From an optimization exercise on the open Yosys and OpenROAD flow, aimed at small area and a short achievable clock period; shortcuts taken in it are not production practice. In this exercise RTL edits were held to simulation tests only and were not proved equivalent to the original. Power is estimated from default activity; no workload was simulated.

**flow/design.v**
```verilog
module axi_burst_buffer #(
  parameter int DATA_W    = 64,
  parameter int DEPTH     = 32,
  parameter int BURST_LEN = 16,
  localparam int PW       = $clog2(DEPTH)
) (
  input  logic                  ACLK,
  input  logic                  ARESET,
  input  logic                  s_RVALID,
  input  logic [DATA_W-1:0]     s_RDATA,
  input  logic                  s_RLAST,
  output logic                  s_RREADY,
  output logic                  m_WVALID,
  output logic [DATA_W-1:0]     m_WDATA,
  output logic [DATA_W/8-1:0]   m_WSTRB,
  output logic                  m_WLAST,
  input  logic                  m_WREADY,
  input  logic                  flush,
  output logic [PW:0]           level,
  output logic [PW:0]           burst_cnt,
  output logic                  burst_avail,
  output logic                  len_err
);
  localparam int BW = (BURST_LEN > 1) ? $clog2(BURST_LEN) : 1;
  localparam logic [PW:0] PTR_ONE  = 1;
  localparam logic [BW-1:0] IDX_ONE  = 1;
  localparam logic [BW-1:0] IDX_LAST = BW'(BURST_LEN - 1);
  logic [DATA_W:0] mem [DEPTH];
  logic [PW:0]     wr_ptr;
  logic [PW:0]     rd_ptr;
  logic [BW-1:0]   beat_idx;
  logic [DATA_W:0] head;
  logic            full;
  logic            empty;
  logic            push;
  logic            pop;
  logic            burst_in;
  logic            burst_out;
  logic            idx_at_last;
  assign full  = (wr_ptr[PW] != rd_ptr[PW]) && (wr_ptr[PW-1:0] == rd_ptr[PW-1:0]);
  assign empty = (wr_ptr == rd_ptr);
  assign s_RREADY = !full && !ARESET;
  assign m_WVALID = !empty && !ARESET;
  assign push = s_RVALID && s_RREADY;
  assign pop  = m_WVALID && m_WREADY;
  assign head    = mem[rd_ptr[PW-1:0]];
  assign m_WDATA = head[DATA_W-1:0];
  assign m_WLAST = head[DATA_W];
  assign m_WSTRB = '1;
  assign level       = wr_ptr - rd_ptr;
  assign burst_avail = (burst_cnt != '0);
  assign burst_in    = push && s_RLAST;
  assign burst_out   = pop && m_WLAST;
  assign idx_at_last = (beat_idx == IDX_LAST);
  always_ff @(posedge ACLK) begin
    if (push && !flush) begin
      mem[wr_ptr[PW-1:0]] <= {s_RLAST, s_RDATA};
    end
  end
  always_ff @(posedge ACLK) begin
    if (ARESET || flush) begin
      wr_ptr    <= '0;
      rd_ptr    <= '0;
      burst_cnt <= '0;
      beat_idx  <= '0;
      len_err   <= 1'b0;
    end else begin
      if (push) begin
        wr_ptr <= wr_ptr + PTR_ONE;
      end
      if (pop) begin
        rd_ptr <= rd_ptr + PTR_ONE;
      end
      case ({burst_in, burst_out})
        2'b10:   burst_cnt <= burst_cnt + PTR_ONE;
        2'b01:   burst_cnt <= burst_cnt - PTR_ONE;
        default: burst_cnt <= burst_cnt;
      endcase
      if (push) begin
        if (s_RLAST || idx_at_last) begin
          beat_idx <= '0;
        end else begin
          beat_idx <= beat_idx + IDX_ONE;
        end
        if (s_RLAST != idx_at_last) begin
          len_err <= 1'b1;
        end
      end
    end
  end
endmodule
```
**flow/run.sh**
```bash
#!/bin/bash
# synth_recipe.tcl (not shown) runs the flow's synth.tcl, then flattens the netlist and writes it again
# the make line also repeats each setting of config.mk as NAME=value (left out here)
make -C /OpenROAD-flow-scripts/flow DESIGN_CONFIG=/design/flow/config.mk WORK_HOME=/design/flow/orfs CLKGATE_MAP_FILE= SYNTH_SCRIPT=/design/flow/synth_recipe.tcl finish
```
**flow/config.mk**
```make
export PLATFORM = sky130hd
export DESIGN_NAME = axi_burst_buffer
export DESIGN_NICKNAME = axi_burst_buffer
export VERILOG_FILES = /design/flow/design.v
export SDC_FILE = /design/flow/constraint.sdc
export NUM_CORES = 4
export LEC_CHECK = 0
export CAP_MARGIN = 20
export CORE_MARGIN = 2
export CORE_UTILIZATION = 40
export SLEW_MARGIN = 20
```
**flow/constraint.sdc**
```tcl
create_clock -name core_clock -period 4.8 [get_ports {ACLK}]
set_input_delay 0.9600 -clock core_clock [delete_from_list [all_inputs] [get_ports {ACLK}]]
set_output_delay 0.9600 -clock core_clock [all_outputs]
set_load 0.01 [all_outputs]
```
==> summary.md, run 1 <==
| Metric | Value |
|---|---|
| Outcome | no timing/DRC/antenna violations |
| Multi-input logic area | 16960 um^2 |
| DRC viols | 0 |
| RR Endpoint | burst_cnt[5] |
| Logic pwr share | 1.4% |
| CP top delay family | buffers and inverters |
| Area growth from synthesis to layout | 16.25% |
| Rel. slew slack | 27.76% |
| Final antenna-violating net count | 0 |
| Initial antenna violation count | 19 |
| Post-synth EDFFs | 2080 |
| Port Buffers | 150 |
| Main combinational cell family by area after synthesis | multiplexers |
| Crit path max fanout | 27 |
| Critical-path cell list | buf_12 > buf_12 > buf_12 > mux4_2 > mux2_2 > a221o_1 > clkdlybuf4s50_1 |
| Final Skew | 41.38 ps |
| Hold Startpoint | len_err |
| Final Wtd Congestion | 0.7286 |
| Hold depth | 2 |
| Worst Setup End Kind | output pin |
| Slowest library cell on the worst path | mux4_2 |
| Yosys warns | 1 |
| Largest net degree at the start of global routing | 69 |
| Sw frac | 19.68% |
| Die area | 205100 um^2 |
| Worst slew pin tran | 1080 ps |
| First-pass GRT wire length | 283.0 mm |
| Tcrit/Tclk final | 97.52% |
| Share of the synthesized area in the top cell type | 77.51% |
| Vias | 37190 |
| Non-Filler Instances | 6487 |
| Simple-gate share of the synthesized area | 0.7313% |
| Cell Int Power | 29.50 mW |
| Top-level I/O count | 159 |
| Count leader, synth | edfxtp_1 |
| Post-synthesis compound-gate area fraction | 0.8896% |
| Pwr/cell area | 392.0 nW/um^2 |
| Top post-synthesis cells by area | edfxtp_1 (78%), mux4_2 (16%), mux2_2 (1.1%) |
| Mux contribution to synthesized area | 18.56% |
| Syn Inst Count | 3311 |
| Synth top cells by count | edfxtp_1 (2080), mux4_2 (584), mux2i_1 (88) |
| Clock Pin Slew Worst Setup and Hold Paths | 60 ps |
| Clock share of power | 43.4% |
| Hold EP | len_err |
| Starting DRT DRC Count | 4124 |
| Slowest cell delay on critical path | 540 ps |
| Area of the core | 200100 um^2 |
| Peak supply drop | 0.3138 mV |
| Num CTS Buffers | 207 |
| Max-Cap Viols | 0 |
| Final hold violations | 0 |
| Leakage | 27.89 nW |
| CTS tree | built |
| XOR/XNOR share of the synthesized area | 0.1739% |
| R2r setup slk | 940 ps |
| Num rows | 164 |
| Detailed Place HPWL | 97.61 mm |
| Setup violations, final | 0 |
| Pre-CTS WS | 627.4 ps |
| Reg2reg path depth | 12 |
| WL per Instance | 30.70 um |
| Die span in x | 452.9 um |
| Detailed Routing Iterations Pass 1 | 5 |
| Hold WS | 491.0 ps |
| Crit path time final | 4681 ps |
| Final setup margin | 118.8 ps |
| Synth Area in Adders | 0.3136% |
| RSZ-0062 raised after global routing | yes |
| Final Max Slew Viols | 0 |
| Die Ht | 452.9 um |
| All-Layer GR Usage | 19.49% |
| Syn_area_per_cell | 24.34 um^2 |
| Most used cell, CP | buf_12 |
| Storage element area | 63040 um^2 |
| # hold bufs at CTS | 0 |
| Synth unique cells | 48 |
| Fmax | 213.6 MHz |
| Final nets | 3740 |
| Share of cells above drive strength 1 | 30.53% |
| Worst-skew pair later-pin latency | 850 ps |
| Worst EP required | 3840 ps |
| WP data arrival | 3720 ps |
| Post-Syn Area | 80590 um^2 |
| Clock buffer depth | 3 |
| Fill count | 16210 |
| CP Launch Type | register |
| Critical path class | reg2out |
| Sink Count | 2108 |
| Post-synth ARST share | 0% |
| CP bufs+invs | 4 |
| Via density | 5.734 |
| Vias in the first global route | 38380 |
| Switching pwr | 7.229 mW |
| Ys flop type | edfxtp_1 |
| Sequential share of power | 55.1% |
| GRT overflow | 0 |
| CTS Root Cell | clkbuf_16 |
| Synth area leader | edfxtp_1 |
| Seq/Total Area, Yosys | 78.20% |
| Yosys reg bits | 2108 |
| Placed Cells | 6082 |
| Initial core utilization | 40.28% |
| Post-Route WL | 199.1 mm |
| Min-delay worst type | reg2reg |
| H-tree level count | 4 |
[worst register-to-register path: cells and delay by family (launching register included)]
kind	cells	cell delay (ps)
AND/OR/NAND/NOR	3	1140
multiplexers	3	1050
AO/OA/AOI/OAI	3	440
adder cells (fa/ha/maj)	2	540
buffers and inverters	1	250
flip-flops	1	390
[how the worst max path moves through the flow]
stage          startpoint     endpoint  slack (ps)  cells after the start
6_report         register  m_WDATA[49]         120                      7
5_1_grt          register   m_WDATA[9]         -30                      8
4_1_cts          register  m_WDATA[34]           3                      6
3_5_place_dp     register  m_WDATA[33]         630                      5
3_3_place_gp     register  m_WDATA[33]         640                      5
2_1_floorplan   wr_ptr[0]   mem[30][0]        -360                      7
[cells in the final DEF, fill, tap and decap left out, types with 34 or more instances in the layout]
master              n
buf_12             66
buf_4              75
clkbuf_1           52
clkbuf_16         211
clkdlybuf4s50_1   132
clkinv_1           46
clkinv_2           34
edfxtp_1         2080
mux2_2             81
mux2i_1            88
mux4_2            584
[area by class of cell]
type | instances | area share [%]
Sequential cell | 2108 | 67.29
Multi-Input combinational cell | 1016 | 18.10
Clock buffer | 262 | 5.818
Timing Repair Buffer | 304 | 3.860
Tap cell | 2656 | 3.547
Clock inverter | 122 | 1.316
Inverter | 14 | 0.05609
Antenna cell | 5 | 0.01336
[cells by family after synthesis]
logic type,count (synthesis)
AOI/OAI and AO/OA,93
DFF,2108
and+or+nand+nor,126
other,1
xor gates and xnor gates,16
muxes,754
buffers and inverters,194
adders and majority gates,19
[per-layer routing]
layer  up-vias  track usage (%)  share of wire (%)
li1      14980                -                  -
met1     20440            27.76                 42
met2      1469            31.29                 49
met3       288            3.232                7.1
met4        14            5.260                2.5
met5         -                0              0.044
[sequential cells by signal (all words and copies together) (netlist names), named ones only]
| signal | count |
|---|---|
| mem | 2080 |
| burst_cnt | 6 |
| wr_ptr | 6 |
| len_err | 1 |
| beat_idx | 4 |
| rd_ptr | 6 |
[per-stage QoR]
stage	instance area [um^2]	TNS [ps]	power (mW)	util [%]
2_1_floorplan	80610	-738870	20.79	-
3_3_place_gp	86760	0	21.16	43.37
3_5_place_dp	86760	0	21.18	43.37
4_1_cts	93610	0	37.06	46.79
5_1_grt	93680	-49.72	37.79	46.83
6_report	93680	0	36.73	46.83
[what timing repair did]
action | in CTS | in global routing
setup endpoints to repair | 51 | 15
gates resized for setup | 7 | 11
hold endpoints to repair | 0 | 0
buffers inserted | 9 | 4
cloned | 1 | 1
[power groups by stage]
stage / combinational (mW) / sequential, mW / clock [mW]
2_1_floorplan: 0.152 / 20.6 / 0
3_3_place_gp: 0.524 / 20.6 / 0
3_5_place_dp: 0.542 / 20.6 / 0
4_1_cts: 0.544 / 20.3 / 16.3
5_1_grt: 0.584 / 20.2 / 17.0
6_report: 0.532 / 20.2 / 15.9
==> run 2: changes to the inputs <==
==> flow/design.v (replaced) <==
module axi_burst_buffer #(
  parameter int DATA_W    = 64,
  parameter int DEPTH     = 32,
  parameter int BURST_LEN = 16,
  localparam int PW       = $clog2(DEPTH)
) (
  input  logic                  ACLK,
  input  logic                  ARESET,
  input  logic                  s_RVALID,
  input  logic [DATA_W-1:0]     s_RDATA,
  input  logic                  s_RLAST,
  output logic                  s_RREADY,
  output logic                  m_WVALID,
  output logic [DATA_W-1:0]     m_WDATA,
  output logic [DATA_W/8-1:0]   m_WSTRB,
  output logic                  m_WLAST,
  input  logic                  m_WREADY,
  input  logic                  flush,
  output logic [PW:0]           level,
  output logic [PW:0]           burst_cnt,
  output logic                  burst_avail,
  output logic                  len_err
);
  localparam int BW = (BURST_LEN > 1) ? $clog2(BURST_LEN) : 1;
  localparam int RN = DEPTH - 1;             
  localparam int RW = $clog2(RN);            
  localparam logic [RW-1:0] R_LAST = RW'(RN - 1);
  localparam logic [BW-1:0] IDX_LAST = BW'(BURST_LEN - 1);
  logic [DATA_W:0] ring [RN];
  logic [DATA_W:0] head;
  logic [RW-1:0]   wr;
  logic [RN-1:0]   rsel;         
  logic            hv;           
  logic            ring_empty;   
  logic            full;         
  logic [BW-1:0]   beat_idx;
  logic            clr;
  logic            push;
  logic            pop;
  logic            wr_adv;
  logic            rd_adv;
  logic [DATA_W:0] din;
  logic [DATA_W:0] rdata;
  logic [RN-1:0]   wdec;
  logic [PW:0]     level_n;
  logic [PW:0]     bcnt_n;
  assign clr   = ARESET || flush;
  assign din   = {s_RLAST, s_RDATA};
  assign s_RREADY = !full && !ARESET;
  assign m_WVALID = hv && !ARESET;
  assign m_WDATA  = head[DATA_W-1:0];
  assign m_WLAST  = head[DATA_W];
  assign m_WSTRB  = '1;
  assign push = s_RVALID && s_RREADY;
  assign pop  = m_WVALID && m_WREADY;
  assign wr_adv = push && hv && !(m_WREADY && ring_empty);
  assign rd_adv = pop && !ring_empty;
  for (genvar i = 0; i < RN; i++) begin : g_ring
    always_ff @(posedge ACLK) begin
      if (!full && wdec[i]) begin
        ring[i] <= din;
      end
    end
    assign wdec[i] = (wr == RW'(i));
  end
  always_comb begin
    rdata = {(DATA_W+1){ring_empty}} & din;
    for (int i = 0; i < RN; i++) begin
      rdata = rdata | ({(DATA_W+1){rsel[i]}} & ring[i]);
    end
  end
  always_ff @(posedge ACLK) begin
    if (!hv || m_WREADY) begin
      head <= rdata;
    end
  end
  assign level_n = level + {{PW{1'b0}}, push} - {{PW{1'b0}}, pop};
  assign bcnt_n  = burst_cnt + {{PW{1'b0}}, push && s_RLAST}
                             - {{PW{1'b0}}, pop && head[DATA_W]};
  always_ff @(posedge ACLK) begin
    if (clr) begin
      wr          <= '0;
      rsel        <= '0;
      level       <= '0;
      hv          <= 1'b0;
      ring_empty  <= 1'b1;
      full        <= 1'b0;
      burst_cnt   <= '0;
      burst_avail <= 1'b0;
      beat_idx    <= '0;
      len_err     <= 1'b0;
    end else begin
      if (wr_adv) wr <= (wr == R_LAST) ? '0 : wr + 1'b1;
      if (level_n[PW:1] == '0) rsel <= '0;
      else if (ring_empty)     rsel <= wdec;
      else if (rd_adv)         rsel <= {rsel[RN-2:0], rsel[RN-1]};
      level       <= level_n;
      hv          <= (level_n != '0);
      ring_empty  <= (level_n[PW:1] == '0);
      full        <= level_n[PW];
      burst_cnt   <= bcnt_n;
      burst_avail <= (bcnt_n != '0);
      if (push) begin
        if (s_RLAST || beat_idx == IDX_LAST) beat_idx <= '0;
        else                                 beat_idx <= beat_idx + 1'b1;
        if (s_RLAST != (beat_idx == IDX_LAST)) len_err <= 1'b1;
      end
    end
  end
endmodule
==> run 2 against run 1 <==
Effect of this change: clock skew decreased by 16 ps; count of clock-buffer cells in the layout decreased by 2; critical endpoint is now rsel[4]; non-clock buffer count increased by 3; final area decreased by 5.8%; synthesized cell count increased by 22%; still clean on timing, DRC and antenna; core utilization decreased by 0.36 points; clock power decreased by 3%; die area decreased by 5.1%; highest routed layer unchanged; total power increased by 4.5%; critical path depth increased by 7; sequential share of layout area increased by 4.9 points; first-iteration DRC count increased by 72%.
==> summary.md, run 2 <==
| Metric | Value |
|---|---|
| Main combinational cell family by area after synthesis | compound AO/OA/AOI/OAI gates |
| RSZ-0062 raised after global routing | no |
| CP Launch Type | primary input |
| Post-synthesis compound-gate area fraction | 10.86% |
| Sink Count | 2136 |
| Pwr/cell area | 434.9 nW/um^2 |
| Vias | 45110 |
| Leading cell type in the layout, fill and taps excluded | edfxtp_1 |
| Fmax | 286.4 MHz |
| GRT overflow | 0 |
| Port Buffers | 150 |
| Hold depth | 2 |
| Via density | 6.452 |
| Syn_area_per_cell | 18.85 um^2 |
| Detailed Place HPWL | 118.1 mm |
| Share of the synthesized area in the top cell type | 81.72% |
| Crit path max fanout | 32 |
| Non-Filler Instances | 6991 |
| Top post-synthesis cells by area | edfxtp_1 (82%), a22oi_1 (10%), nand4_1 (2.1%) |
| WP data arrival | 4210 ps |
| Post-synth ARST share | 0% |
| Seq/Total Area, Yosys | 83.18% |
| XOR/XNOR share of the synthesized area | 0.09167% |
| Worst slew pin tran | 1260 ps |
| Top-level I/O count | 159 |
| Post-CTS Resized | 0 |
| Syn Inst Count | 4055 |
| Vias in the first global route | 42430 |
| Tcrit/Tclk final | 72.75% |
| # hold bufs at CTS | 0 |
| Mux contribution to synthesized area | 0.4109% |
| Outcome | no timing/DRC/antenna violations |
| Worst-skew pair later-pin latency | 850 ps |
| DRC viols | 0 |
| Yosys warns | 2 |
| Synth Area in Adders | 0.3634% |
| Initial core utilization | 40.23% |
| Worst Setup End Kind | register |
| Synth unique cells | 46 |
| Final Max Slew Viols | 0 |
| Clock Pin Slew Worst Setup and Hold Paths | 60 ps |
| CTS tree | built |
| Largest registers | ring (2015), head (65), rsel (31) |
| Count leader, synth | edfxtp_1 |
| Post-synth EDFFs | 2080 |
| Setup bufs post-CTS | 0 |
| Max-Cap Viols | 0 |
| Commonest non-fill, non-tap cells in the layout | edfxtp_1 (2080), a22oi_1 (1040), nand4_1 (261) |
| Crit path time final | 3492 ps |
| Critical path class | in2reg |
| WL per Instance | 36.03 um |
| Worst EP required | 5520 ps |
| All-Layer GR Usage | 25.36% |
| Placed Cells | 6626 |
| Synth top cells by count | edfxtp_1 (2080), a22oi_1 (1040), nand4_1 (261) |
| Fill count | 15770 |
| Simple-gate share of the synthesized area | 3.644% |
| Ys flop type | edfxtp_1 |
| Die span in x | 441.1 um |
| Yosys reg bits | 2136 |
| Setup violations, final | 0 |
| Final hold violations | 0 |
| Largest net degree at the start of global routing | 103 |
| Min-delay worst type | reg2reg |
| Peak supply drop | 0.3252 mV |
| Reg2reg path depth | 5 |
| Rel. slew slack | 15.98% |
| Final antenna-violating net count | 0 |
| H-tree level count | 4 |
| Share of cells above drive strength 1 | 10.95% |
| Final nets | 4408 |
| Area growth from synthesis to layout | 15.50% |
| Area of the core | 190000 um^2 |
| Synth area leader | edfxtp_1 |
| Leakage | 26.98 nW |
| First-pass GRT wire length | 342.9 mm |
| Detailed Routing Iterations Pass 1 | 5 |
| Initial antenna violation count | 20 |
| Post-Syn Area | 76430 um^2 |
| Final Skew | 25.51 ps |
| Final Wtd Congestion | 0.7900 |
| Num rows | 160 |
| Starting DRT DRC Count | 7107 |
| Clock buffer depth | 3 |
| Die area | 194600 um^2 |
| Die Ht | 441.1 um |
| CTS Root Cell | clkbuf_16 |
| Num CTS Buffers | 200 |
| Final TNS setup | 0 ps |
| Largest register FFs | 2015 |
| Post-Route WL | 251.9 mm |
## run 2: final timing paths
kind | slack (ps) | endpoint | start
setup reg to reg | 1590 | ring[24][51] | wr[4]
hold reg to reg | 490 | beat_idx[1] | beat_idx[1]
setup / recovery | 1310 | rsel[4] | ARESET
hold / removal | 490 | beat_idx[1] | beat_idx[1]
## run 2: stage by stage
step,hold WS [ps],util (%),power [mW],instance area [um^2],setup WS [ps]
after floorplan,449.2,-,22.02,76490,459.0
after global placement,476.4,43.14,23.23,81960,500.0
after detailed placement,481.9,43.14,23.25,81960,466.2
after CTS,490.6,46.46,38.49,88260,1342
after global routing,520.8,46.46,39.29,88270,1067
final,490.3,46.47,38.39,88280,1308
## run 2: area by class of cell
type / count / area [um^2] / area share (%)
antenna: 6 / 15.01 / 0.01701
clock buffer: 260 / 5400 / 6.117
clock inverter: 99 / 900.9 / 1.020
inverter: 22 / 82.58 / 0.09354
multi-input combinational: 1650 / 12040 / 13.64
sequential: 2136 / 63700 / 72.16
tap: 2511 / 3142 / 3.559
timing repair buffer: 307 / 2993 / 3.390
## run 2: cell families after synthesis
family | Yosys count
xor gates and xnor gates | 8
and+or+nand+nor | 475
muxes | 31
other | 1
DFF | 2136
adders and majority gates | 21
buffers and inverters | 276
AOI/OAI and AO/OA | 1107
## run 2: critical path: stages
cell             delay (ps)
clkdlybuf4s50_1         500
nor3b_2                 250
inv_1                   120
ha_1                    310
inv_1                    60
ha_1                    180
inv_1                    70
fa_1                    420
nand2b_1                160
a21oi_1                 160
xor2_1                  160
o41ai_4                 370
buf_4                   390
nor2_1                   90
## run 2: power by group
| part | switching [mW] | internal, mW | leakage [nW] |
|---|---|---|---|
| clock | 6.77 | 8.74 | 3.06 |
| combinational | 1.07 | 0.702 | 4.56 |
| sequential | 0.319 | 20.8 | 19.4 |
## run 2: layer usage
metal / track usage (%) / wire (um)
met1: 35.54 / 97810
met4: 7.745 / 7105
met5: 0 / 304
met3: 4.307 / 27280
met2: 40.66 / 119400
==> run 3: changes to the inputs <==
--- a/flow/design.v
+++ b/flow/design.v
@@ -74,9 +74,20 @@
       head <= rdata;
     end
   end
-  assign level_n = level + {{PW{1'b0}}, push} - {{PW{1'b0}}, pop};
-  assign bcnt_n  = burst_cnt + {{PW{1'b0}}, push && s_RLAST}
-                             - {{PW{1'b0}}, pop && head[DATA_W]};
+  logic inc, dec, binc, bdec;
+  logic lv1, lv2, lv31, bc1;
+  logic ring_empty_n;
+  assign inc  = push && !pop;
+  assign dec  = pop && !push;
+  assign binc = (push && s_RLAST) && !(pop && head[DATA_W]);
+  assign bdec = (pop && head[DATA_W]) && !(push && s_RLAST);
+  assign lv1  = hv && ring_empty;                   
+  assign lv2  = (level == (PW+1)'(2));
+  assign lv31 = (level == (PW+1)'(DEPTH - 1));
+  assign bc1  = (burst_cnt == (PW+1)'(1));
+  assign level_n = inc ? level + 1'b1 : (dec ? level - 1'b1 : level);
+  assign bcnt_n  = binc ? burst_cnt + 1'b1 : (bdec ? burst_cnt - 1'b1 : burst_cnt);
+  assign ring_empty_n = !hv || (lv1 && !inc) || (lv2 && dec);
   always_ff @(posedge ACLK) begin
     if (clr) begin
       wr          <= '0;
@@ -91,15 +102,15 @@
       len_err     <= 1'b0;
     end else begin
       if (wr_adv) wr <= (wr == R_LAST) ? '0 : wr + 1'b1;
-      if (level_n[PW:1] == '0) rsel <= '0;
-      else if (ring_empty)     rsel <= wdec;
-      else if (rd_adv)         rsel <= {rsel[RN-2:0], rsel[RN-1]};
+      if (ring_empty_n)    rsel <= '0;
+      else if (ring_empty) rsel <= wdec;
+      else if (rd_adv)     rsel <= {rsel[RN-2:0], rsel[RN-1]};
       level       <= level_n;
-      hv          <= (level_n != '0);
-      ring_empty  <= (level_n[PW:1] == '0);
-      full        <= level_n[PW];
+      hv          <= !((!hv && !push) || (lv1 && dec));
+      ring_empty  <= ring_empty_n;
+      full        <= (full && !dec) || (lv31 && inc);
       burst_cnt   <= bcnt_n;
-      burst_avail <= (bcnt_n != '0);
+      burst_avail <= !((!burst_avail && !binc) || (bc1 && bdec));
       if (push) begin
         if (s_RLAST || beat_idx == IDX_LAST) beat_idx <= '0;
         else                                 beat_idx <= beat_idx + 1'b1;
--- a/flow/config.mk
+++ b/flow/config.mk
@@ -7,5 +7,7 @@
 export LEC_CHECK = 0
 export CAP_MARGIN = 20
 export CORE_MARGIN = 2
-export CORE_UTILIZATION = 40
+export CORE_UTILIZATION = 55
+export SETUP_SLACK_MARGIN = 2.4
 export SLEW_MARGIN = 20
+export TNS_END_PERCENT = 100
==> run 3 against run 2 <==
Effect of this change: combinational power down about 70%; largest cell class unchanged; final cell count fell by 9.0%; synthesized cell count grew 0.12%; clock power grew 3%; core utilization grew 18 points; final area rose by 0.30%; via count increased by 1.8%; still clean on timing, DRC and antenna.
==> summary.md, run 3 <==
| Metric | Value |
|---|---|
| Outcome | no timing/DRC/antenna violations |
| Worst-skew pair later-pin latency | 850 ps |
| DRC viols | 0 |
| Worst EP required | 3840 ps |
| Synth unique cells | 51 |
| Reg2reg path depth | 4 |
| Final Max Slew Viols | 0 |
| Min-delay worst type | reg2reg |
| WP data arrival | 1580 ps |
| Tcrit/Tclk final | 52.88% |
| Share of the synthesized area in the top cell type | 81.56% |
| Peak supply drop | 0.3421 mV |
| Rel. slew slack | 18.83% |
| All-Layer GR Usage | 35.94% |
| Vias in the first global route | 42370 |
| Detailed Routing Iterations Pass 1 | 8 |
| GRT overflow | 0 |
| Slowest cell delay on critical path | 530 ps |
| Yosys reg bits | 2137 |
| Count leader, synth | edfxtp_1 |
| Final Skew | 19.02 ps |
| Leakage | 27.95 nW |
| Crit path time final | 2538 ps |
| Tot Pwr | 37.00 mW |
| Largest register FFs | 2015 |
| CTS Root Cell | clkbuf_16 |
| Share of cells above drive strength 1 | 15.52% |
| Largest net degree at the start of global routing | 67 |
| Post-synth EDFFs | 2080 |
| Area growth from synthesis to layout | 15.62% |
| Die span in x | 377.1 um |
| Max-Cap Viols | 0 |
| Fmax | 394.0 MHz |
| Leading cell type in the layout, fill and taps excluded | edfxtp_1 |
| Num CTS Buffers | 206 |
| Slowest library cell on the worst path | edfxtp_1 |
| Via density | 7.216 |
| Post-Syn Area | 76580 um^2 |
| CP Launch Type | register |
| Area of the core | 137800 um^2 |
| Worst Setup End Kind | output pin |
| Ys flop type | edfxtp_1 |
| Syn Inst Count | 4060 |
| Hold WS | 492.9 ps |
| CP bufs+invs | 1 |
| Starting DRT DRC Count | 8225 |
| Critical-path cell list | buf_2 |
| R2r setup slk | 2380 ps |
| Detailed Place HPWL | 118.9 mm |
| Commonest non-fill, non-tap cells in the layout | edfxtp_1 (2080), a22oi_1 (1040), nand4_1 (264) |
| Utilization after layout | 64.24% |
| Final Wtd Congestion | 0.7761 |
| Vias | 45930 |
| Placed Cells | 5920 |
| Final nets | 4484 |
| Post-synth ARST share | 0% |
| CP top delay family | flip-flops |
| Die area | 142200 um^2 |
| Initial antenna violation count | 20 |
| Final setup margin | 2262 ps |
| Top-level I/O count | 159 |
| First-pass GRT wire length | 348.0 mm |
| CTS tree | built |
| Pwr/cell area | 417.9 nW/um^2 |
| Pre-CTS WS | 1360 ps |
| Final TNS setup | 0 ps |
| Critical path class | reg2out |
| Post-Route WL | 259.8 mm |
| RSZ-0062 raised after global routing | yes |
| Top post-synthesis cells by area | edfxtp_1 (82%), a22oi_1 (10%), nand4_1 (2.2%) |
| Initial core utilization | 55.56% |
| Synth area leader | edfxtp_1 |
| Hold depth | 2 |
| Final hold violations | 0 |
| WL per Instance | 40.81 um |
| Non-Filler Instances | 6365 |
| Sink Count | 2137 |
| Setup violations, final | 0 |
| Largest registers | ring (2015), head (65), rsel (31) |
| Crit path max fanout | 1 |
| Final antenna-violating net count | 0 |
| Yosys warns | 2 |
| # hold bufs at CTS | 0 |
| Final instance area | 88540 um^2 |
| Synth top cells by count | edfxtp_1 (2080), a22oi_1 (1040), nand4_1 (264) |
| H-tree level count | 4 |
| Seq/Total Area, Yosys | 83.05% |
| Num rows | 136 |
| Syn_area_per_cell | 18.86 um^2 |
| Crit. path cell count | 1 |
| Clock buffer depth | 3 |
| Area after DPL | 81510 um^2 |
| Die Ht | 377.1 um |
| Port Buffers | 150 |
| Worst slew pin tran | 1218 ps |
| Clock Pin Slew Worst Setup and Hold Paths | 60 ps |
## run 3: final timing paths
kind,startpoint,endpoint
max reg2reg,rsel[21],head[63]
max,head[21],m_WDATA[21]
min,beat_idx[1],beat_idx[1]
min reg2reg,beat_idx[1],beat_idx[1]
## run 3: layer usage
metal	vias to the layer above	track usage (%)	share of wire, %
li1	17910	-	-
met1	24000	52.11	37
met2	3515	55.97	47
met3	493	6.760	13
met4	16	11.05	3.2
met5	-	0	0.041
## run 3: what timing repair did
action                                   CTS  global route
pin swaps                                 20             1
gates cloned                               1             1
setup buffers                             50             8
resized for setup                        368            29
endpoints found under the setup margin  1258           192
## run 3: final cells by class
class	instances	area [um^2]
Sequential cell	2137	63770
Multi-Input combinational cell	1661	12240
Clock inverter	131	1167
Inverter	13	68.82
Tap cell	1794	2245
Clock buffer	249	5389
Antenna cell	4	10.01
Timing Repair Buffer	376	3652
Fill cell	9581	49290
## run 3: logic make-up (layout without fill, tap and decap cells)
group / Yosys count / after routing / share of synthesized area [%]
buffers and inverters: 270 / 769 / 1.518
muxes: 33 / 33 / 0.4330
and+or+nand+nor: 482 / 483 / 3.809
adders and majority gates: 19 / 19 / 0.3202
AOI/OAI and AO/OA: 1110 / 1110 / 10.77
other: 1 / 12 / 0.004897
xor gates and xnor gates: 8 / 8 / 0.09150
DFF: 2137 / 2137 / 83.05
## run 3: where the power goes
part	internal [mW]	total [mW]	switching [mW]
Combinational	0.177	0.539	0.363
Sequential	20.5	20.5	0.0448
Clock	8.95	15.9	6.97
Total	29.6	37.0	7.37
==> run 4: changes to the inputs <==
--- a/flow/design.v
+++ b/flow/design.v
@@ -63,16 +63,20 @@
     end
     assign wdec[i] = (wr == RW'(i));
   end
+  logic hold;
+  logic take_in;
+  logic [RN-1:0] take_ring;
+  assign hold      = hv && !m_WREADY;
+  assign take_in   = ring_empty && !hold;
+  assign take_ring = rsel & {RN{!hold}};
   always_comb begin
-    rdata = {(DATA_W+1){ring_empty}} & din;
+    rdata = ({(DATA_W+1){hold}} & head) | ({(DATA_W+1){take_in}} & din);
     for (int i = 0; i < RN; i++) begin
-      rdata = rdata | ({(DATA_W+1){rsel[i]}} & ring[i]);
+      rdata = rdata | ({(DATA_W+1){take_ring[i]}} & ring[i]);
     end
   end
   always_ff @(posedge ACLK) begin
-    if (!hv || m_WREADY) begin
-      head <= rdata;
-    end
+    head <= rdata;
   end
   logic inc, dec, binc, bdec;
   logic lv1, lv2, lv31, bc1;
==> flow/flow/run.sh (new file) <==
#!/bin/bash
set -uo pipefail
W=$(pwd)
bash "$W/standard.sh" \
  "BUFFER_PORTS_ARGS=-buffer_cell sky130_fd_sc_hd__buf_2" \
  finish > "$W/flow_make.log" 2>&1
rc=$?
cp -r "$W/orfs/logs" "$W/tool_logs" 2>/dev/null || true
exit $rc
==> flow/standard.sh (new file) <==
#!/bin/bash
# synth_recipe.tcl (not shown) runs the flow's synth.tcl, then flattens the netlist and writes it again
# the make line also repeats each setting of config.mk as NAME=value (left out here)
make -C /OpenROAD-flow-scripts/flow DESIGN_CONFIG=/design/flow/config.mk WORK_HOME=/design/flow/orfs CLKGATE_MAP_FILE= SYNTH_SCRIPT=/design/flow/synth_recipe.tcl "${@:-finish}"
--- a/flow/config.mk
+++ b/flow/config.mk
@@ -8,6 +8,8 @@
 export CAP_MARGIN = 20
 export CORE_MARGIN = 2
 export CORE_UTILIZATION = 55
-export SETUP_SLACK_MARGIN = 2.4
+export CTS_CLUSTER_DIAMETER = 70
+export CTS_CLUSTER_SIZE = 20
+export SETUP_SLACK_MARGIN = 2.5
 export SLEW_MARGIN = 20
 export TNS_END_PERCENT = 100
removed: flow/run.sh
==> run 4 against run 3 <==
Effect of this change: still clean on timing, DRC and antenna; total power is 11% lower; critical path depth grew 1; sequential cell count stayed put; worst setup slack improved by 210 ps; synthesized cell count is 3.5% higher; first-iteration DRC count down 4.7%; clock power down 25%; final cell count down 0.46%; wire length is essentially flat; synthesized area decreased by 0.19%; core utilization shrank 2.0 points.
==> summary.md, run 4 <==
| Metric | Value |
|---|---|
| Post-Syn Area | 76430 um^2 |
| Count leader, synth | edfxtp_1 |
| Initial antenna violation count | 23 |
| Synth Area in Adders | 0.3209% |
| Area growth from synthesis to layout | 12.13% |
| Met3 Wirelength | 30.95 mm |
| Max-Cap Viols | 0 |
| Tcrit/Tclk final | 48.61% |
| Rel. slew slack | 31.43% |
| Worst-skew pair later-pin latency | 790 ps |
| Ys flop type | edfxtp_1 |
| WL per Instance | 41.02 um |
| R2r setup slk | 2490 ps |
| Sw frac | 19.74% |
| Area of the core | 137700 um^2 |
| Die Ht | 376.8 um |
| Logic pwr share | 1.6% |
| Hold Startpoint | len_err |
| CP Launch Type | register |
| Final Max Slew Viols | 0 |
| DRC viols | 0 |
| GRT overflow | 0 |
| Final hold violations | 0 |
| Area after DPL | 80280 um^2 |
| Final nets | 4525 |
| Initial core utilization | 55.52% |
| Yosys reg bits | 2137 |
| H-tree level count | 4 |
| Detailed Place HPWL | 124.4 mm |
| Largest registers | ring (2015), head (65), rsel (31) |
| Top-level I/O count | 159 |
| Via density | 7.359 |
| R2R Path Start | rsel[25] |
| Worst slew pin tran | 1028 ps |
| Cell Int Power | 26.44 mW |
| Die span in x | 376.8 um |
| Final TNS setup | 0 ps |
| Critical-path cell list | nor2b_1 > buf_2 |
| Final instance area | 85700 um^2 |
| Final Wtd Congestion | 0.8000 |
| Largest register FFs | 2015 |
| Vias | 46630 |
| Main combinational cell family by area after synthesis | compound AO/OA/AOI/OAI gates |
| Mux contribution to synthesized area | 0.4338% |
| Peak supply drop | 0.3771 mV |
| Clock Pin Slew Worst Setup and Hold Paths | 70 ps |
| Pwr/cell area | 384.3 nW/um^2 |
| Largest net degree at the start of global routing | 69 |
| Clock share of power | 36.4% |
| Worst EP required | 3840 ps |
| RSZ-0062 raised after global routing | yes |
| Num CTS Buffers | 132 |
| Seq/Total Area, Yosys | 82.36% |
| Simple-gate share of the synthesized area | 4.043% |
| Post-synthesis compound-gate area fraction | 11.21% |
| Share of the synthesized area in the top cell type | 79.17% |
| Worst Setup End Kind | output pin |
| Crit path time final | 2333 ps |
| Share of cells above drive strength 1 | 15.05% |
| Switching pwr | 6.501 mW |
| Starting DRT DRC Count | 7841 |
| Syn Inst Count | 4203 |
| CTS tree | built |
| Pre-CTS WS | 1560 ps |
| Num rows | 136 |
| CTS Root Cell | clkbuf_16 |
| Sequential share of power | 62.0% |
| Outcome | no timing/DRC/antenna violations |
| Detailed Routing Iterations Pass 1 | 5 |
| RR Endpoint | head[32] |
| Sink Count | 2137 |
| Synth area leader | edfxtp_1 |
| XOR/XNOR share of the synthesized area | 0.09167% |
| Vias in the first global route | 43070 |
| Die area | 142000 um^2 |
| All-Layer GR Usage | 36.32% |
| Synth unique cells | 48 |
| Setup violations, final | 0 |
| Critical path class | reg2out |
| # hold bufs at CTS | 0 |
| Post-synth EDFFs | 2015 |
| Hold EP | len_err |
| Fmax | 428.6 MHz |
| Crit path max fanout | 3 |
| Final antenna-violating net count | 0 |
| Slowest library cell on the worst path | dfxtp_4 |
| DR top layer | met5 |
| Met1 wire length | 97.84 mm |
| Commonest non-fill, non-tap cells in the layout | edfxtp_1 (2015), a22oi_1 (1040), nand4_1 (265) |
| WP data arrival | 1370 ps |
| Top post-synthesis cells by area | edfxtp_1 (79%), a22oi_1 (10%), dfxtp_1 (3.2%) |
| Leading cell type in the layout, fill and taps excluded | edfxtp_1 |
| Leakage | 26.58 nW |
| Clock buffer depth | 3 |
| Yosys warns | 2 |
| Min-delay worst type | reg2reg |
| Tot Pwr | 32.94 mW |
| Reg2reg path depth | 5 |
| First-pass GRT wire length | 352.6 mm |
| Final Skew | 27.40 ps |
| Post-Route WL | 259.9 mm |
| Hold depth | 2 |
| Port Buffers | 150 |
| Final setup margin | 2467 ps |
| Syn_area_per_cell | 18.19 um^2 |
| Routed wl met2 | 120.6 mm |
| Post-synth ARST share | 0% |
| Synth top cells by count | edfxtp_1 (2015), a22oi_1 (1040), nand4_1 (265) |
| Slowest cell delay on critical path | 350 ps |
[run 4: changes by cell type after synthesis, moves of 14 or more]
cell,change
a21oi_1,+65
dfxtp_1,+65
nor2_1,+68
clkbuf_1,+14
buf_2,-32
or4_1,-65
buf_1,+31
edfxtp_1,-65
nor4_1,+65
[run 4: logic make-up after synthesis]
logic type | count (synthesis)
AO/OA/AOI/OAI | 1174
XOR/XNOR | 8
adder cells (fa/ha/maj) | 19
buffers and inverters | 283
flip-flops | 2137
multiplexers | 33
other | 1
AND/OR/NAND/NOR | 548
[run 4: layer usage]
metal,vias to the layer above,GRT usage [%]
li1,18040,-
met1,24560,52.06
met2,3454,56.61
met3,559,6.714
met4,22,12.51
met5,-,0
[run 4: what timing repair did]
action	4_1_cts	5_1_grt
gates cloned	2	1
setup endpoints to repair	1301	518
pin swaps	19	1
buffers inserted	59	8
gates resized for setup	86	29
[run 4: metrics by stage]
step,instances,hold WS (ps),util [%]
3_3_place_gp,6025,456.3,58.29
6_report,6336,466.1,62.25
2_1_floorplan,4210,449.2,-
4_1_cts,6316,455.2,62.06
3_5_place_dp,6026,450.4,58.31
5_1_grt,6331,506.5,62.24
[run 4: worst max path at each step]
stage                     startpoint           end  slack, ps  depth (start not counted)
final                             hv      m_WVALID       2470                          2
after global routing              hv      m_WVALID       2410                          2
after CTS                         hv      m_WVALID       2410                          2
after detailed placement      ARESET      rsel[30]       1560                          8
after global placement        ARESET      level[5]       1530                          9
after floorplan               ARESET  burst_cnt[5]       2010                         11
[run 4: power groups by stage]
stage	clock (mW)	combinational, mW	sequential (mW)
floorplan	0	0.141	20.9
global placement	0	0.490	20.9
detailed placement	0	0.502	20.9
CTS	12.0	0.518	20.4
global route	12.7	0.578	20.4
finish	12.0	0.529	20.4
[run 4: critical path, delay by kind of cell (launching register included)]
kind,cells,cell delay (ps)
DFF,1,350
and+or+nand+nor,1,120
buffers and inverters,1,130
[run 4: cell type report]
class                      instances  area [um^2]
clock buffer                     199         3796
fill                            9829        51960
inverter                          12        50.05
antenna                           11        27.53
tap                             1794         2245
clock inverter                    30        380.4
sequential                      2137        63170
multi-input combinational       1790        12820
timing repair buffer             363         3217
==> run 5: changes to the inputs <==
--- a/flow/config.mk
+++ b/flow/config.mk
@@ -7,9 +7,9 @@
 export LEC_CHECK = 0
 export CAP_MARGIN = 20
 export CORE_MARGIN = 2
-export CORE_UTILIZATION = 55
+export CORE_UTILIZATION = 68
 export CTS_CLUSTER_DIAMETER = 70
 export CTS_CLUSTER_SIZE = 20
-export SETUP_SLACK_MARGIN = 2.5
+export SETUP_SLACK_MARGIN = 2.6
 export SLEW_MARGIN = 20
 export TNS_END_PERCENT = 100
==> run 5 against run 4 <==
Effect of this change: register-to-register slack better by 40 ps; synthesized cell count stayed put; sequential power hardly changed; total power is 3.4% lower; sequential share of layout area is 0.17 points higher; wire length is 3.9% lower; final cell count is 5.0% lower; critical path depth is 1 higher; sequential cell count stayed put; non-clock buffer count is 6 lower; final area is 0.14% lower; combinational power is 8.9% higher.
==> summary.md, run 5 <==
| Metric | Value |
|---|---|
| Rel. slew slack | 26.35% |
| Critical path class | reg2out |
| Yosys reg bits | 2137 |
| XOR/XNOR share of the synthesized area | 0.09167% |
| Largest register FFs | 2015 |
| Syn_area_per_cell | 18.19 um^2 |
| Die area | 115100 um^2 |
| Final Wtd Congestion | 0.7958 |
| Placed Cells | 5698 |
| Main combinational cell family by area after synthesis | compound AO/OA/AOI/OAI gates |
| WP data arrival | 1460 ps |
| Detailed Place HPWL | 115.6 mm |
| Initial antenna violation count | 13 |
| Clock buffer depth | 3 |
| Simple-gate share of the synthesized area | 4.043% |
| Top-level I/O count | 159 |
| Final Skew | 26.58 ps |
| Min-delay worst type | reg2reg |
| Post-synth EDFFs | 2015 |
| Detailed Routing Iterations Pass 1 | 8 |
| Port Buffers | 150 |
| Tot Pwr | 31.83 mW |
| Vias in the first global route | 43470 |
| Sink Count | 2137 |
| First-pass GRT wire length | 335.7 mm |
| RSZ-0062 raised after global routing | yes |
| Die Ht | 339.3 um |
| Tcrit/Tclk final | 50.38% |
| Post-Route WL | 249.7 mm |
| Max-Cap Viols | 0 |
| Via density | 7.796 |
| Count leader, synth | edfxtp_1 |
| Share of the synthesized area in the top cell type | 79.17% |
| Synth unique cells | 48 |
| # hold bufs at CTS | 0 |
| Die span in x | 339.3 um |
| Slowest library cell on the worst path | dfxtp_4 |
| WL per Instance | 41.47 um |
| Final hold violations | 0 |
| Final antenna-violating net count | 0 |
| H-tree level count | 3 |
| Final Max Slew Viols | 0 |
| GRT overflow | 0 |
| Share of cells above drive strength 1 | 16.03% |
| Fmax | 413.5 MHz |
| CP Launch Type | register |
| Slowest cell delay on critical path | 360 ps |
| Synth top cells by count | edfxtp_1 (2015), a22oi_1 (1040), nand4_1 (265) |
| Area of the core | 111100 um^2 |
| Storage element area | 63220 um^2 |
| Leakage | 26.49 nW |
| Outcome | no timing/DRC/antenna violations |
| All-Layer GR Usage | 42.21% |
| Fill count | 6246 |
| CTS Root Cell | clkbuf_16 |
| Largest net degree at the start of global routing | 69 |
| Pwr/cell area | 372.0 nW/um^2 |
| Peak supply drop | 0.3795 mV |
| Worst slew pin tran | 1105 ps |
| Mux contribution to synthesized area | 0.4338% |
| Clock Pin Slew Worst Setup and Hold Paths | 90 ps |
| Crit path max fanout | 2 |
| Synth Area in Adders | 0.3209% |
| Top post-synthesis cells by area | edfxtp_1 (79%), a22oi_1 (10%), dfxtp_1 (3.2%) |
| Vias | 46940 |
| Syn Inst Count | 4203 |
| CTS tree | built |
| Num rows | 122 |
| Setup violations, final | 0 |
| Seq/Total Area, Yosys | 82.36% |
| Commonest non-fill, non-tap cells in the layout | edfxtp_1 (2015), a22oi_1 (1040), nand4_1 (265) |
| Post-Syn Area | 76430 um^2 |
| Worst EP required | 3840 ps |
| Worst Setup End Kind | output pin |
| Post-synth ARST share | 0% |
| Synth area leader | edfxtp_1 |
| Largest registers | ring (2015), head (65), rsel (31) |
| Ys flop type | edfxtp_1 |
| Non-Filler Instances | 6021 |
| Post-synthesis compound-gate area fraction | 11.21% |
| Num CTS Buffers | 120 |
| Initial core utilization | 68.78% |
| Critical-path cell list | buf_12 > nor2_4 > buf_6 |
| Final TNS setup | 0 ps |
| Crit path time final | 2418 ps |
| Multi-input logic area | 13190 um^2 |
| Worst-skew pair later-pin latency | 760 ps |
| Yosys warns | 2 |
| Utilization after layout | 77.01% |
| Starting DRT DRC Count | 9608 |
| Final nets | 4508 |
| DRC viols | 0 |
| Leading cell type in the layout, fill and taps excluded | edfxtp_1 |
| Area growth from synthesis to layout | 11.96% |
[run 5: cell type report]
| type | instances | area share (%) |
|---|---|---|
| timing repair buffer | 357 | 4.182 |
| clock buffer | 208 | 3.980 |
| sequential | 2137 | 73.88 |
| antenna | 11 | 0.03217 |
| tap | 1488 | 2.176 |
| inverter | 12 | 0.07603 |
| multi-input combinational | 1791 | 15.42 |
| clock inverter | 17 | 0.2603 |
[run 5: layer usage]
metal	part of all wire (%)	global-route usage (%)	vias to the layer above	wire length, um
li1	-	-	18010	-
met1	33	60.06	23510	82300
met2	45	64.62	4558	112900
met3	16	9.207	852	40510
met4	5.6	17.99	8	13910
met5	0.023	0	-	57
[run 5: power by group]
group / leakage [nW] / switching [mW] / total, mW / internal [mW]
Clock: 1.72 / 5.85 / 10.8 / 4.97
Sequential: 19.3 / 0.0434 / 20.4 / 20.4
Combinational: 5.51 / 0.400 / 0.576 / 0.176
[run 5: logic make-up (layout without fill, tap and decap cells)]
| family | after synthesis | in the layout |
|---|---|---|
| other | 1 | 19 |
| DFF | 2137 | 2137 |
| buffers and inverters | 283 | 594 |
| adders and majority gates | 19 | 19 |
| xor gates and xnor gates | 8 | 8 |
| and+or+nand+nor | 548 | 549 |
| AOI/OAI and AO/OA | 1174 | 1174 |
| muxes | 33 | 33 |
[run 5: worst max-delay path: cells and delay by family, from the launching register on]
family	cells	cell delay, ps
DFF	1	360
buffers and inverters	2	240
and+or+nand+nor	1	110
[run 5: timing repair]
action,4_1_cts,5_1_grt
setup endpoints to repair,1147,446
pin swaps,18,12
gates resized for setup,179,58
gates cloned,3,2
setup buffers,57,25
[run 5: metrics by stage]
step,worst slack [ps],cell area (um^2),hold WS [ps]
CTS,2350,84950,487.8
detailed placement,1552,79920,473.9
global placement,1541,79820,469.8
floorplan,2010,77020,449.2
finish,2382,85580,481.7
global route,2364,85560,504.1
[run 5: path summary, 6_finish.rpt]
kind                  from        to  slack [ps]  cells after the start
setup / recovery      full  s_RREADY        2380                      3
hold / removal     len_err   len_err         480                      2
setup reg to reg  rsel[18]  head[37]        2530                      5
hold reg to reg    len_err   len_err         480                      2
==> run 6: changes to the inputs <==
--- a/flow/design.v
+++ b/flow/design.v
@@ -32,7 +32,10 @@
   logic [RN-1:0]   rsel;         
   logic            hv;           
   logic            ring_empty;   
-  logic            full;         
+  logic            full_o;       
+  logic            nfull;        
+  logic            full_n;
+  logic            empty_o;      
   logic [BW-1:0]   beat_idx;
   logic            clr;
   logic            push;
@@ -46,18 +49,18 @@
   logic [PW:0]     bcnt_n;
   assign clr   = ARESET || flush;
   assign din   = {s_RLAST, s_RDATA};
-  assign s_RREADY = !full && !ARESET;
-  assign m_WVALID = hv && !ARESET;
+  assign s_RREADY = !(full_o || ARESET);
+  assign m_WVALID = !(empty_o || ARESET);
   assign m_WDATA  = head[DATA_W-1:0];
   assign m_WLAST  = head[DATA_W];
   assign m_WSTRB  = '1;
-  assign push = s_RVALID && s_RREADY;
-  assign pop  = m_WVALID && m_WREADY;
+  assign push = s_RVALID && nfull && !ARESET;
+  assign pop  = hv && m_WREADY && !ARESET;
   assign wr_adv = push && hv && !(m_WREADY && ring_empty);
   assign rd_adv = pop && !ring_empty;
   for (genvar i = 0; i < RN; i++) begin : g_ring
     always_ff @(posedge ACLK) begin
-      if (!full && wdec[i]) begin
+      if (nfull && wdec[i]) begin
         ring[i] <= din;
       end
     end
@@ -91,6 +94,7 @@
   assign bc1  = (burst_cnt == (PW+1)'(1));
   assign level_n = inc ? level + 1'b1 : (dec ? level - 1'b1 : level);
   assign bcnt_n  = binc ? burst_cnt + 1'b1 : (bdec ? burst_cnt - 1'b1 : burst_cnt);
+  assign full_n  = (!nfull && !dec) || (lv31 && inc);
   assign ring_empty_n = !hv || (lv1 && !inc) || (lv2 && dec);
   always_ff @(posedge ACLK) begin
     if (clr) begin
@@ -99,7 +103,9 @@
       level       <= '0;
       hv          <= 1'b0;
       ring_empty  <= 1'b1;
-      full        <= 1'b0;
+      full_o      <= 1'b0;
+      nfull       <= 1'b1;
+      empty_o     <= 1'b1;
       burst_cnt   <= '0;
       burst_avail <= 1'b0;
       beat_idx    <= '0;
@@ -111,8 +117,10 @@
       else if (rd_adv)     rsel <= {rsel[RN-2:0], rsel[RN-1]};
       level       <= level_n;
       hv          <= !((!hv && !push) || (lv1 && dec));
+      empty_o     <= (!hv && !push) || (lv1 && dec);
       ring_empty  <= ring_empty_n;
-      full        <= (full && !dec) || (lv31 && inc);
+      full_o      <= full_n;
+      nfull       <= !full_n;
       burst_cnt   <= bcnt_n;
       burst_avail <= !((!burst_avail && !binc) || (bc1 && bdec));
       if (push) begin
--- a/flow/config.mk
+++ b/flow/config.mk
@@ -7,7 +7,7 @@
 export LEC_CHECK = 0
 export CAP_MARGIN = 20
 export CORE_MARGIN = 2
-export CORE_UTILIZATION = 68
+export CORE_UTILIZATION = 55
 export CTS_CLUSTER_DIAMETER = 70
 export CTS_CLUSTER_SIZE = 20
 export SETUP_SLACK_MARGIN = 2.6
==> run 6 against run 5 <==
Effect of this change: still clean on timing, DRC and antenna; global-route usage decreased by 6.0 points; sequential power about the same; first-iteration DRC count is 14% lower; via count down 0.25%; clock skew up 8.5 ps; sequential share of layout area fell by 0.85 points; die area is 23% higher; wire length rose by 5.5%; count of clock-buffer cells in the layout shrank 8; maximum frequency rose by 5.5%; hold slack gained 13 ps; critical path type unchanged; critical endpoint is now m_WDATA[58].
==> summary.md, run 6 <==
| Metric | Value |
|---|---|
| Outcome | no timing/DRC/antenna violations |
| Count leader, synth | edfxtp_1 |
| Vias in the first global route | 43320 |
| Peak supply drop | 0.3211 mV |
| R2R Path Start | wr[1] |
| CP top delay family | flip-flops |
| Area after DPL | 80240 um^2 |
| Post-Syn Area | 76350 um^2 |
| Hold Startpoint | head[41] |
| DRC viols | 0 |
| Utilization after layout | 62.95% |
| Placed Cells | 6029 |
| Tcrit/Tclk final | 47.74% |
| Seq/Total Area, Yosys | 82.51% |
| WL per Instance | 41.37 um |
| Num rows | 136 |
| Setup violations, final | 0 |
| Min-delay worst type | reg2reg |
| Fill count | 9712 |
| Routed wl met2 | 120.8 mm |
| Non-Filler Instances | 6366 |
| Final hold violations | 0 |
| Worst slew pin tran | 998.3 ps |
| Synth area leader | edfxtp_1 |
| Top post-synthesis cells by area | edfxtp_1 (79%), a22oi_1 (10%), dfxtp_1 (3.3%) |
| Post-synth ARST share | 0% |
| Post-synth EDFFs | 2015 |
| Final nets | 4553 |
| Final antenna-violating net count | 0 |
| Final Skew | 35.09 ps |
| Ys flop type | edfxtp_1 |
| Die area | 141800 um^2 |
| CTS Root Cell | clkbuf_16 |
| Largest registers | ring (2015), head (65), rsel (31) |
| Pre-CTS WS | 1690 ps |
| Critical path class | reg2out |
| Max-Cap Viols | 0 |
| Port Buffers | 150 |
| Die span in x | 376.6 um |
| CTS tree | built |
| Synth unique cells | 49 |
| Hold WS | 494.3 ps |
| CP Launch Type | register |
| Switching pwr | 6.550 mW |
| Area of the core | 137700 um^2 |
| Logic pwr share | 1.9% |
| Sequential share of power | 61.9% |
| Top-level I/O count | 159 |
| H-tree level count | 4 |
| Yosys reg bits | 2139 |
| Clock buffer depth | 3 |
| Post-Route WL | 263.4 mm |
| Leading cell type in the layout, fill and taps excluded | edfxtp_1 |
| Starting DRT DRC Count | 8256 |
| Slowest cell delay on critical path | 420 ps |
| Slowest library cell on the worst path | dfxtp_4 |
| Syn Inst Count | 4218 |
| Final TNS setup | 0 ps |
| Die Ht | 376.6 um |
| Initial antenna violation count | 19 |
| Share of cells above drive strength 1 | 17.08% |
| DR top layer | met5 |
| Clock share of power | 36.1% |
| Area growth from synthesis to layout | 13.52% |
| Rel. slew slack | 33.45% |
| Num CTS Buffers | 131 |
| RSZ-0062 raised after global routing | yes |
| Synth top cells by count | edfxtp_1 (2015), a22oi_1 (1041), nand4_1 (264) |
| Crit path max fanout | 2 |
| Clock Pin Slew Worst Setup and Hold Paths | 80 ps |
| Leakage | 26.58 nW |
| Met3 Wirelength | 34.06 mm |
| Detailed Place HPWL | 124.6 mm |
| Largest register FFs | 2015 |
| Worst EP required | 3840 ps |
| Worst Setup End Kind | output pin |
| Crit path time final | 2291 ps |
| Tot Pwr | 33.05 mW |
| Sink Count | 2139 |
| Final Wtd Congestion | 0.8023 |
| Syn_area_per_cell | 18.10 um^2 |
| WP data arrival | 1330 ps |
| Pwr/cell area | 381.3 nW/um^2 |
| GRT overflow | 0 |
| Final setup margin | 2509 ps |
| Worst-skew pair later-pin latency | 790 ps |
| First-pass GRT wire length | 352.3 mm |
| Largest net degree at the start of global routing | 95 |
| RR Endpoint | ring[28][22] |
| Critical-path cell list | buf_6 |
| Final Max Slew Viols | 0 |
| Detailed Routing Iterations Pass 1 | 5 |
| Via density | 7.355 |
| Yosys warns | 2 |
| All-Layer GR Usage | 36.24% |
| Storage element area | 63290 um^2 |
| Final instance area | 86660 um^2 |
| R2r setup slk | 2580 ps |
| Multi-input logic area | 12940 um^2 |
| Initial core utilization | 55.46% |
| Cell Int Power | 26.50 mW |
| Sw frac | 19.82% |
| Share of the synthesized area in the top cell type | 79.26% |
| Met1 wire length | 99.24 mm |
| Fmax | 436.4 MHz |
| Hold depth | 2 |
| # hold bufs at CTS | 0 |
| Vias | 46820 |
| Hold EP | head[41] |
| Reg2reg path depth | 5 |
| Commonest non-fill, non-tap cells in the layout | edfxtp_1 (2015), a22oi_1 (1040), nand4_1 (264) |
| CP bufs+invs | 1 |
## run 6: cell types whose count changed in the layout (fill, tap and decap cells not counted), sizes merged, moves of 7 or more
| cell | change |
|---|---|
| a21oi | +24 |
| a32oi | +24 |
| and2 | -28 |
| buf | +24 |
| bufinv | +7 |
| clkbuf | -9 |
| clkinv | +7 |
| mux2i | -30 |
| nand2 | +24 |
| nor2 | +13 |
| o22ai | -29 |
## run 6: kinds of logic after synthesis
| logic type | share of synthesized area [%] |
|---|---|
| muxes | 0.02622 |
| adders and majority gates | 0.3212 |
| other | 0.004912 |
| and+or+nand+nor | 3.987 |
| AOI/OAI and AO/OA | 11.51 |
| buffers and inverters | 1.555 |
| DFF | 82.51 |
| xor gates and xnor gates | 0.09177 |
## run 6: area by class of cell
class / instances / share of cell area, %
Sequential cell: 2139 / 73.03
Multi-Input combinational cell: 1797 / 14.93
Timing Repair Buffer: 382 / 4.572
Clock buffer: 200 / 4.263
Tap cell: 1794 / 2.590
Clock inverter: 30 / 0.5183
Inverter: 13 / 0.06641
Antenna cell: 11 / 0.03176
## run 6: worst max-delay path by stage
| stage | start | slack [ps] | cells after the start | endpoint |
|---|---|---|---|---|
| after floorplan | ARESET | 2060 | 9 | level[5] |
| after global placement | ARESET | 1680 | 8 | level[5] |
| after detailed placement | ARESET | 1690 | 9 | level[5] |
| after CTS | wr[1] | 2090 | 5 | ring[15][25] |
| after global routing | head[58] | 2470 | 1 | m_WDATA[58] |
| final | head[58] | 2510 | 1 | m_WDATA[58] |
## run 6: metal layers
metal	track usage (%)	vias to the layer above
met2	55.84	3622
met1	53.39	24510
met5	0	-
met3	6.336	529
met4	11.28	12
li1	-	18150
## run 6: what timing repair did
item | CTS | global route
setup buffers | 71 | 18
pin swaps | 17 | 7
gates resized for setup | 228 | 59
endpoints found under the setup margin | 1869 | 617
gates cloned | 4 | 3
## run 6: power groups by stage
stage	combinational, mW	sequential [mW]	clock [mW]
2_1_floorplan	0.158	20.9	0
3_3_place_gp	0.526	20.9	0
3_5_place_dp	0.542	20.9	0
4_1_cts	0.611	20.5	12.0
5_1_grt	0.683	20.5	12.6
6_report	0.632	20.5	11.9
==> run 7: changes to the inputs <==
--- a/flow/config.mk
+++ b/flow/config.mk
@@ -7,9 +7,9 @@
 export LEC_CHECK = 0
 export CAP_MARGIN = 20
 export CORE_MARGIN = 2
-export CORE_UTILIZATION = 55
-export CTS_CLUSTER_DIAMETER = 70
-export CTS_CLUSTER_SIZE = 20
+export CORE_UTILIZATION = 60
+export CTS_CLUSTER_DIAMETER = 85
+export CTS_CLUSTER_SIZE = 25
 export SETUP_SLACK_MARGIN = 2.6
 export SLEW_MARGIN = 20
 export TNS_END_PERCENT = 100
==> run 7 against run 6 <==
Effect of this change: highest routed layer unchanged; final area fell by 1.3%; register-to-register slack got worse by 40 ps; die area fell by 8.2%; sequential power barely moved; maximum frequency rose by 0.29%; clock skew rose by 15 ps; wire length fell by 0.69%; critical path depth did not move; non-clock buffer count rose by 41; total power fell by 7.1%.
==> summary.md, run 7 <==
| Metric | Value |
|---|---|
| Worst EP required | 3840 ps |
| DRC viols | 0 |
| WP data arrival | 1320 ps |
| Clock buffer depth | 3 |
| Detailed Routing Iterations Pass 1 | 6 |
| Yosys warns | 2 |
| Post-Syn Area | 76350 um^2 |
| Pwr/cell area | 358.9 nW/um^2 |
| Area of the core | 125900 um^2 |
| Num CTS Buffers | 96 |
| Num rows | 130 |
| Tcrit/Tclk final | 47.60% |
| Largest net degree at the start of global routing | 71 |
| Die span in x | 360.7 um |
| Area growth from synthesis to layout | 12.09% |
| Syn_area_per_cell | 18.10 um^2 |
| Count leader, synth | edfxtp_1 |
| Top post-synthesis cells by area | edfxtp_1 (79%), a22oi_1 (10%), dfxtp_1 (3.3%) |
| Syn Inst Count | 4218 |
| Worst Setup End Kind | output pin |
| Grt met2 use | 61.27% |
| Critical path class | reg2out |
| Final nets | 4563 |
| Commonest non-fill, non-tap cells in the layout | edfxtp_1 (2015), a22oi_1 (1041), nand4_1 (264) |
| Crit path max fanout | 2 |
| # hold bufs at CTS | 0 |
| Yosys reg bits | 2139 |
| Port Buffers | 150 |
| Final TNS setup | 0 ps |
| WL per Instance | 42.07 um |
| First-pass GRT wire length | 351.8 mm |
| Slowest cell delay on critical path | 430 ps |
| Final hold violations | 0 |
| Share of cells above drive strength 1 | 16.60% |
| Crit path time final | 2285 ps |
| Setup violations, final | 0 |
| Min-delay worst type | reg2reg |
| CP bufs+invs | 1 |
| Synth unique cells | 49 |
| Leading cell type in the layout, fill and taps excluded | edfxtp_1 |
| Worst-skew pair later-pin latency | 770 ps |
| Rel. slew slack | 32.27% |
| Storage element area | 63290 um^2 |
| GRT overflow | 0 |
| Detailed Place HPWL | 127.7 mm |
| Ys flop type | edfxtp_1 |
| Met3 GRT Util | 7.087% |
| Starting DRT DRC Count | 8764 |
| Max-Cap Viols | 0 |
| Final Skew | 50.35 ps |
| Post-synth EDFFs | 2015 |
| Multi-input logic area | 12920 um^2 |
| Seq/Total Area, Yosys | 82.51% |
| Vias | 46950 |
| Top-level I/O count | 159 |
| Final antenna-violating net count | 0 |
| Leakage | 26.16 nW |
| Synth top cells by count | edfxtp_1 (2015), a22oi_1 (1041), nand4_1 (264) |
| CP Launch Type | register |
| Final setup margin | 2515 ps |
| Largest registers | ring (2015), head (65), rsel (31) |
| Sink Count | 2139 |
| Initial antenna violation count | 15 |
| H-tree level count | 3 |
| Fmax | 437.7 MHz |
| Peak supply drop | 0.2986 mV |
| Post-synth ARST share | 0% |
| Share of the synthesized area in the top cell type | 79.26% |
| Die Ht | 360.7 um |
| Slowest library cell on the worst path | dfxtp_4 |
| CP top delay family | flip-flops |
| Final Wtd Congestion | 0.8206 |
| Fill count | 8401 |
| Vias in the first global route | 43190 |
| Die area | 130100 um^2 |
| Largest register FFs | 2015 |
| Outcome | no timing/DRC/antenna violations |
| All-Layer GR Usage | 39.44% |
| RSZ-0062 raised after global routing | yes |
| Via density | 7.552 |
| Worst slew pin tran | 1016 ps |
| Clock Pin Slew Worst Setup and Hold Paths | 100 ps |
| Initial core utilization | 60.64% |
| Synth area leader | edfxtp_1 |
| Critical-path cell list | buf_6 |
| CTS Root Cell | clkbuf_16 |
| Final Max Slew Viols | 0 |
| Grt peak-use layer | met2 |
| Pre-CTS WS | 1687 ps |
| Post-Route WL | 261.6 mm |
| Grt met1 use | 56.83% |
| CTS tree | built |
run 7: cell counts after synthesis:
No cell type changed its count.
run 7: per-layer routing:
layer / part of all wire, % / vias up / wire length (um)
met5: 0.016 / - / 42
met4: 4.6 / 6 / 11980
met3: 13 / 595 / 35110
met2: 46 / 3817 / 120700
met1: 36 / 24400 / 93730
li1: - / 18140 / -
run 7: layout make-up:
type,count,share of cell area [%]
repair buffers,423,5.109
multi-input cells,1801,15.10
inverters,13,0.06287
flip-flops and latches,2139,73.96
clock inverters,6,0.08042
clock buffers,172,3.240
well taps,1650,2.412
diodes,13,0.03802
run 7: worst paths after layout:
kind                            startpoint            to  slack [ps]  cells past startpoint
worst max-delay path              head[58]   m_WDATA[58]        2520                      1
worst min-delay path              head[57]      head[57]         490                      2
worst max register to register       wr[1]  ring[15][26]        2540                      6
worst min register to register    head[57]      head[57]         490                      2
run 7: repair_timing:
item / in CTS / in global routing
setup buffers: 80 / 34
pin swaps: 20 / 9
resized for setup: 190 / 62
endpoints found under the setup margin: 1971 / 587
gates cloned: 8 / 1
run 7: metrics by stage:
step                instance area (um^2)  std cells  utilization (%)  total power [mW]  hold slack, ps
finish                             85570       6217            67.97             30.71           491.1
global route                       85550       6208            67.95             31.37           497.9
CTS                                84920       6169            67.46             30.67           489.5
detailed placement                 80450       5903            63.90             21.43           474.0
global placement                   80360       5899            63.83             21.42           470.1
floorplan                          76950       4225                -             21.08           466.9
run 7: cells by family after synthesis:
kind of cell,synth area share (%)
flops,82.51
mux,0.02622
fa+ha+maj,0.3212
buf+inv,1.555
other cells,0.004912
xor+xnor,0.09177
compound gates,11.51
simple gates,3.987
run 7: where the power goes:
part | leakage [nW] | switching [mW] | internal [mW]
clock | 1.35 | 5.63 | 3.98
combinational | 5.53 | 0.419 | 0.203
sequential | 19.3 | 0.0608 | 20.4
run 7: worst reg2reg max path, cell delays in order, from the launching register on:
cell	delay [ps]
dfxtp_2	430
ha_4	290
and3_1	190
ha_2	400
and2_4	300
buf_12	160
buf_4	230

## what the ideal ports hide
No port has a modelled driver above. Below, the same layouts with a new extraction and two added sets of constraints.
Step 1 (the two cells are an assumption about what drives the block):
set clk [get_ports {ACLK}]
set_driving_cell -lib_cell sky130_fd_sc_hd__clkbuf_16 $clk
set_driving_cell -lib_cell sky130_fd_sc_hd__buf_2 [delete_from_list [all_inputs] $clk]
Step 2 times the ports against the registers' clock, not the clock port: input delays grow and output delays shrink by t, the midpoint of the rising clock arrivals with the driver on.
a / b / c = ideal / step 1 / step 2; a / b = the first two.
run	shift t [ns]	slack for setup (ns)	hold WS [ns]	worst data-port slew with drivers (ns)
run 1	0.917	0.119 / 0.033 / 0.721	0.491 / 0.491 / 0.491	0.26
run 2	0.912	1.308 / 1.361 / 0.449	0.490 / 0.490 / 0.490	0.20
run 3	0.923	2.262 / 2.177 / 1.563	0.493 / 0.493 / 0.493	0.15
run 4	0.865	2.467 / 2.381 / 1.802	0.466 / 0.440 / 0.466	0.15
run 5	0.827	2.382 / 2.302 / 1.870	0.482 / 0.482 / 0.482	0.19
run 6	0.863	2.509 / 2.423 / 1.843	0.494 / 0.468 / 0.494	0.18
run 7	0.822	2.515 / 2.435 / 1.838	0.491 / 0.491 / 0.491	0.15
After both steps every run listed still meets setup and hold. For run 2, which loses most, drivers alone change the setup slack by +0.053 ns; drivers and shift together by -0.859 ns.
